Background: an optimization exercise with open tools, aiming at small area, a short achievable clock period and few clock cycles per item. Do not read the settings as production practice.
At most, simulation tests tie the RTL to the original design; equivalence was not proved.
Power is estimated from default activity; no workload was simulated.

Setup of the previous run:
==> module gf_addsub_lanes, before the edit <==
module gf_addsub_lanes #(
    parameter int               WIDTH   = 32,
    parameter logic [WIDTH-1:0] MODULUS = 32'hec940e71,
    parameter int               LANES   = 4
) (
    input  logic                     i_clk,
    input  logic                     i_rst,
    input  logic                     i_valid,
    output logic                     o_ready,
    input  logic [1:0]               i_op,
    input  logic [LANES*WIDTH-1:0]   i_a,
    input  logic [LANES*WIDTH-1:0]   i_b,
    output logic                     o_valid,
    input  logic                     i_ready,
    output logic [LANES*WIDTH-1:0]   o_out,
    output logic [LANES-1:0]         o_err
);
    localparam int PREFIX = 0;
    localparam int LOGW   = 5;   
    function automatic logic [WIDTH:0] carries(input logic [WIDTH-1:0] g,
                                               input logic [WIDTH-1:0] p,
                                               input logic             cin);
        logic [WIDTH-1:0] gg, pp, gn, pn;
        gg    = g;
        pp    = p;
        gg[0] = g[0] | (p[0] & cin);
        if (PREFIX == 0) begin
            for (int l = 0; l < LOGW; l++) begin
                gn = gg;
                pn = pp;
                for (int i = 0; i < WIDTH; i++) begin
                    if ((i >> l) & 1) begin
                        gn[i] = gg[i] | (pp[i] & gg[((i >> l) << l) - 1]);
                        pn[i] = pp[i] & pp[((i >> l) << l) - 1];
                    end
                end
                gg = gn;
                pp = pn;
            end
        end else if (PREFIX == 1) begin
            for (int l = 0; l < LOGW; l++) begin
                for (int i = 0; i < WIDTH; i++) begin
                    if (((i + 1) % (2 << l)) == 0) begin
                        gg[i] = gg[i] | (pp[i] & gg[i - (1 << l)]);
                        pp[i] = pp[i] & pp[i - (1 << l)];
                    end
                end
            end
            for (int l = LOGW - 2; l >= 0; l--) begin
                for (int i = 0; i < WIDTH; i++) begin
                    if (((i + 1) % (2 << l)) == (1 << l) && i >= (2 << l)) begin
                        gg[i] = gg[i] | (pp[i] & gg[i - (1 << l)]);
                        pp[i] = pp[i] & pp[i - (1 << l)];
                    end
                end
            end
        end else begin
            for (int l = 0; l < LOGW; l++) begin
                gn = gg;
                pn = pp;
                for (int i = 0; i < WIDTH; i++) begin
                    if (i >= (1 << l)) begin
                        gn[i] = gg[i] | (pp[i] & gg[i - (1 << l)]);
                        pn[i] = pp[i] & pp[i - (1 << l)];
                    end
                end
                gg = gn;
                pp = pn;
            end
        end
        carries = {gg, cin};
    endfunction
    logic sub_c, neg_c;
    assign sub_c = i_op[0] ^ i_op[1];
    assign neg_c = i_op[1] & ~i_op[0];
    logic [LANES-1:0][WIDTH-1:0] r1_c;
    logic [LANES-1:0]            co_c;
    logic [LANES-1:0]            err_c;
    for (genvar k = 0; k < LANES; k++) begin : g_front
        logic [WIDTH-1:0] a, b, x, y, yi;
        logic [WIDTH:0]   c1;
        assign a = i_a[k*WIDTH +: WIDTH];
        assign b = i_b[k*WIDTH +: WIDTH];
        assign err_c[k] = (a >= MODULUS) | ((b >= MODULUS) & ~i_op[1]);
        assign x  = a & {WIDTH{~neg_c}};
        assign y  = (a & {WIDTH{neg_c}}) | (b & {WIDTH{~i_op[1]}});
        assign yi = y ^ {WIDTH{sub_c}};
        assign c1      = carries(x & yi, x ^ yi, sub_c);
        assign r1_c[k] = x ^ yi ^ c1[WIDTH-1:0];
        assign co_c[k] = c1[WIDTH];
    end
    logic [LANES-1:0][WIDTH-1:0] r1_q;
    logic [LANES-1:0]            co_q;
    logic                        sub_q;
    assign o_ready = ~o_valid | i_ready;
    always_ff @(posedge i_clk) begin
        if (i_rst) begin
            o_valid <= 1'b0;
        end else if (o_ready) begin
            o_valid <= i_valid;
        end
    end
    always_ff @(posedge i_clk) begin
        if (o_ready) begin
            r1_q  <= r1_c;
            co_q  <= co_c;
            sub_q <= sub_c;
            o_err <= err_c;
        end
    end
    logic [WIDTH-1:0] kc;
    always_comb begin
        for (int i = 0; i < WIDTH; i++) kc[i] = MODULUS[i] ? sub_q : ~sub_q;
        kc[0] = 1'b1;
    end
    for (genvar k = 0; k < LANES; k++) begin : g_back
        logic [WIDTH-1:0] r1, r2;
        logic [WIDTH:0]   c2;
        logic             pick;
        assign r1   = r1_q[k];
        assign c2   = carries(r1 & kc, r1 ^ kc, 1'b0);
        assign r2   = r1 ^ kc ^ c2[WIDTH-1:0];
        assign pick = sub_q ? ~co_q[k] : (co_q[k] | (r1 >= MODULUS));
        assign o_out[k*WIDTH +: WIDTH] = pick ? r2 : r1;
    end
endmodule
export LEC_CHECK = 0
export CAP_MARGIN = 20
export CORE_MARGIN = 2
export CORE_UTILIZATION = 40
export GPL_TIMING_DRIVEN = 0
export SETUP_SLACK_MARGIN = 0.2
export SLEW_MARGIN = 20
create_clock -name core_clock -period 5.5 [get_ports {i_clk}]
standard.sh (not shown) runs the stock make flow with config.mk's settings and CLKGATE_MAP_FILE= SYNTH_SCRIPT=/design/flow/synth_recipe.tcl, a recipe that flattens the netlist after the stock synthesis.
==> flow/flow/run.sh <==
#!/bin/bash
# Layout flow: the standard ORFS flow (standard.sh) with these changes:
#  - the ports get plain sky130_fd_sc_hd__buf_1 buffers instead of delay cells;
#  - if flow/abc.script exists, synthesis maps the logic with that ABC script in place
#    of ORFS's speed script (everything else in the synthesis is the standard flow's own script);
#  - settings in flow/env.sh (if any) are exported before the flow runs.
# Each tool's full output goes to the ORFS logs under orfs/logs; make's own output
# goes to flow_make.log here.
set -euo pipefail
W=$(pwd)
export BUFFER_PORTS_ARGS="-buffer_cell sky130_fd_sc_hd__buf_1"
if [[ -f flow/env.sh ]]; then source flow/env.sh; fi
SYN=$W/synth_recipe.tcl
if [[ -f flow/abc.script ]]; then
  cat > $W/flow_synth.tcl <<EOT
proc abc {args} {
  set i [lsearch -exact \$args -script]
  if {\$i >= 0} { lset args [expr {\$i + 1}] $W/flow/abc.script }
  yosys abc {*}\$args
}
source $W/synth_recipe.tcl
EOT
  SYN=$W/flow_synth.tcl
fi
sed "s#SYNTH_SCRIPT=$W/synth_recipe.tcl#SYNTH_SCRIPT=$SYN#" standard.sh > flow_standard.sh
bash flow_standard.sh > flow_make.log 2>&1
Testbench counts of the previous run, summed over its fixed seeds: cycles 12,008, items 12,000.
Input-level comparison between the current run and the previous run:
diff --git a/flow/design.v b/flow/design.v
--- a/flow/design.v
+++ b/flow/design.v
@@ -13,20 +13,22 @@
     output logic                     o_valid,
     input  logic                     i_ready,
     output logic [LANES*WIDTH-1:0]   o_out,
     output logic [LANES-1:0]         o_err
 );
-    localparam int PREFIX = 0;
+    localparam int PREFIX_A = 0;
+    localparam int PREFIX_B = 1;
     localparam int LOGW   = 5;   
     function automatic logic [WIDTH:0] carries(input logic [WIDTH-1:0] g,
                                                input logic [WIDTH-1:0] p,
-                                               input logic             cin);
+                                               input logic             cin,
+                                               input int               style);
         logic [WIDTH-1:0] gg, pp, gn, pn;
         gg    = g;
         pp    = p;
         gg[0] = g[0] | (p[0] & cin);
-        if (PREFIX == 0) begin
+        if (style == 0) begin
             for (int l = 0; l < LOGW; l++) begin
                 gn = gg;
                 pn = pp;
                 for (int i = 0; i < WIDTH; i++) begin
                     if ((i >> l) & 1) begin
@@ -35,11 +37,11 @@
                     end
                 end
                 gg = gn;
                 pp = pn;
             end
-        end else if (PREFIX == 1) begin
+        end else if (style == 1) begin
             for (int l = 0; l < LOGW; l++) begin
                 for (int i = 0; i < WIDTH; i++) begin
                     if (((i + 1) % (2 << l)) == 0) begin
                         gg[i] = gg[i] | (pp[i] & gg[i - (1 << l)]);
                         pp[i] = pp[i] & pp[i - (1 << l)];
@@ -72,27 +74,27 @@
     endfunction
     logic sub_c, neg_c;
     assign sub_c = i_op[0] ^ i_op[1];
     assign neg_c = i_op[1] & ~i_op[0];
     logic [LANES-1:0][WIDTH-1:0] r1_c;
-    logic [LANES-1:0]            co_c;
+    logic [LANES-1:0]            pick_c;
     logic [LANES-1:0]            err_c;
     for (genvar k = 0; k < LANES; k++) begin : g_front
         logic [WIDTH-1:0] a, b, x, y, yi;
         logic [WIDTH:0]   c1;
         assign a = i_a[k*WIDTH +: WIDTH];
         assign b = i_b[k*WIDTH +: WIDTH];
         assign err_c[k] = (a >= MODULUS) | ((b >= MODULUS) & ~i_op[1]);
         assign x  = a & {WIDTH{~neg_c}};
         assign y  = (a & {WIDTH{neg_c}}) | (b & {WIDTH{~i_op[1]}});
         assign yi = y ^ {WIDTH{sub_c}};
-        assign c1      = carries(x & yi, x ^ yi, sub_c);
+        assign c1      = carries(x & yi, x ^ yi, sub_c, PREFIX_A);
         assign r1_c[k] = x ^ yi ^ c1[WIDTH-1:0];
-        assign co_c[k] = c1[WIDTH];
+        assign pick_c[k] = sub_c ? ~c1[WIDTH] : (c1[WIDTH] | (r1_c[k] >= MODULUS));
     end
     logic [LANES-1:0][WIDTH-1:0] r1_q;
-    logic [LANES-1:0]            co_q;
+    logic [LANES-1:0]            pick_q;
     logic                        sub_q;
     assign o_ready = ~o_valid | i_ready;
     always_ff @(posedge i_clk) begin
         if (i_rst) begin
             o_valid <= 1'b0;
@@ -101,26 +103,25 @@
         end
     end
     always_ff @(posedge i_clk) begin
         if (o_ready) begin
             r1_q  <= r1_c;
-            co_q  <= co_c;
+            pick_q <= pick_c;
             sub_q <= sub_c;
             o_err <= err_c;
         end
     end
-    logic [WIDTH-1:0] kc;
-    always_comb begin
-        for (int i = 0; i < WIDTH; i++) kc[i] = MODULUS[i] ? sub_q : ~sub_q;
-        kc[0] = 1'b1;
-    end
     for (genvar k = 0; k < LANES; k++) begin : g_back
-        logic [WIDTH-1:0] r1, r2;
+        logic [WIDTH-1:0] r1, kk;
         logic [WIDTH:0]   c2;
-        logic             pick;
+        logic             padd, psub;
         assign r1   = r1_q[k];
-        assign c2   = carries(r1 & kc, r1 ^ kc, 1'b0);
-        assign r2   = r1 ^ kc ^ c2[WIDTH-1:0];
-        assign pick = sub_q ? ~co_q[k] : (co_q[k] | (r1 >= MODULUS));
-        assign o_out[k*WIDTH +: WIDTH] = pick ? r2 : r1;
+        assign padd = pick_q[k] & ~sub_q;
+        assign psub = pick_q[k] & sub_q;
+        always_comb begin
+            for (int i = 0; i < WIDTH; i++) kk[i] = MODULUS[i] ? psub : padd;
+            kk[0] = pick_q[k];
+        end
+        assign c2 = carries(r1 & kk, r1 ^ kk, 1'b0, PREFIX_B);
+        assign o_out[k*WIDTH +: WIDTH] = r1 ^ kk ^ c2[WIDTH-1:0];
     end
 endmodule
==> comparison <==
Overall power consumption was lower in the run labelled the previous run.
Complete run, failing final checks: the current run, reason negative setup slack.
Compared with the previous run, the current run improves final hold slack.
The current run vs the previous run: largest vdd supply drop up
Going from the previous run to the current run, fmax shrinks by 0.017 GHz.
Going from the previous run to the current run, power dissipated in the clock network went down by about 3%, sequential share of layout area decreased by 0.18 points relative to the old numbers, clock buffer count grew by 9, number of antenna violations at the first check in global routing lost 10.
The RTL of the current run was laid out without a check of its function.

afterwards: timing with drivers on the ports:
How much do the figures lean on ideal ports? The routed layouts below were timed once more, with nothing changed but the port constraints. Step 1: set_driving_cell puts a clkbuf_16 on i_clk and a buf_2 on each other input, an assumption about the parent block. Step 2 adds t to the input delays and takes it off the output delays; t is the mean of the earliest and latest rising clock arrival at the registers after step 1. Input paths then give back, and output paths get back, about the clock's delay inside the block. Three values: ideal ports, drivers, drivers and shift; two values: the first two.
run	t, ns	slack for setup (ns)	clock arrival spread, ns
the previous run	0.488	0.296 / 0.243 / -0.107	0.015 / 0.016
the current run	0.505	-0.204 / -0.259 / -0.417	0.015 / 0.016
Met with ideal ports but missed after step 2: setup timing in the previous run. The setup slack of the previous run, which loses most, moves by -0.053 ns with the drivers and by -0.403 ns with both steps.
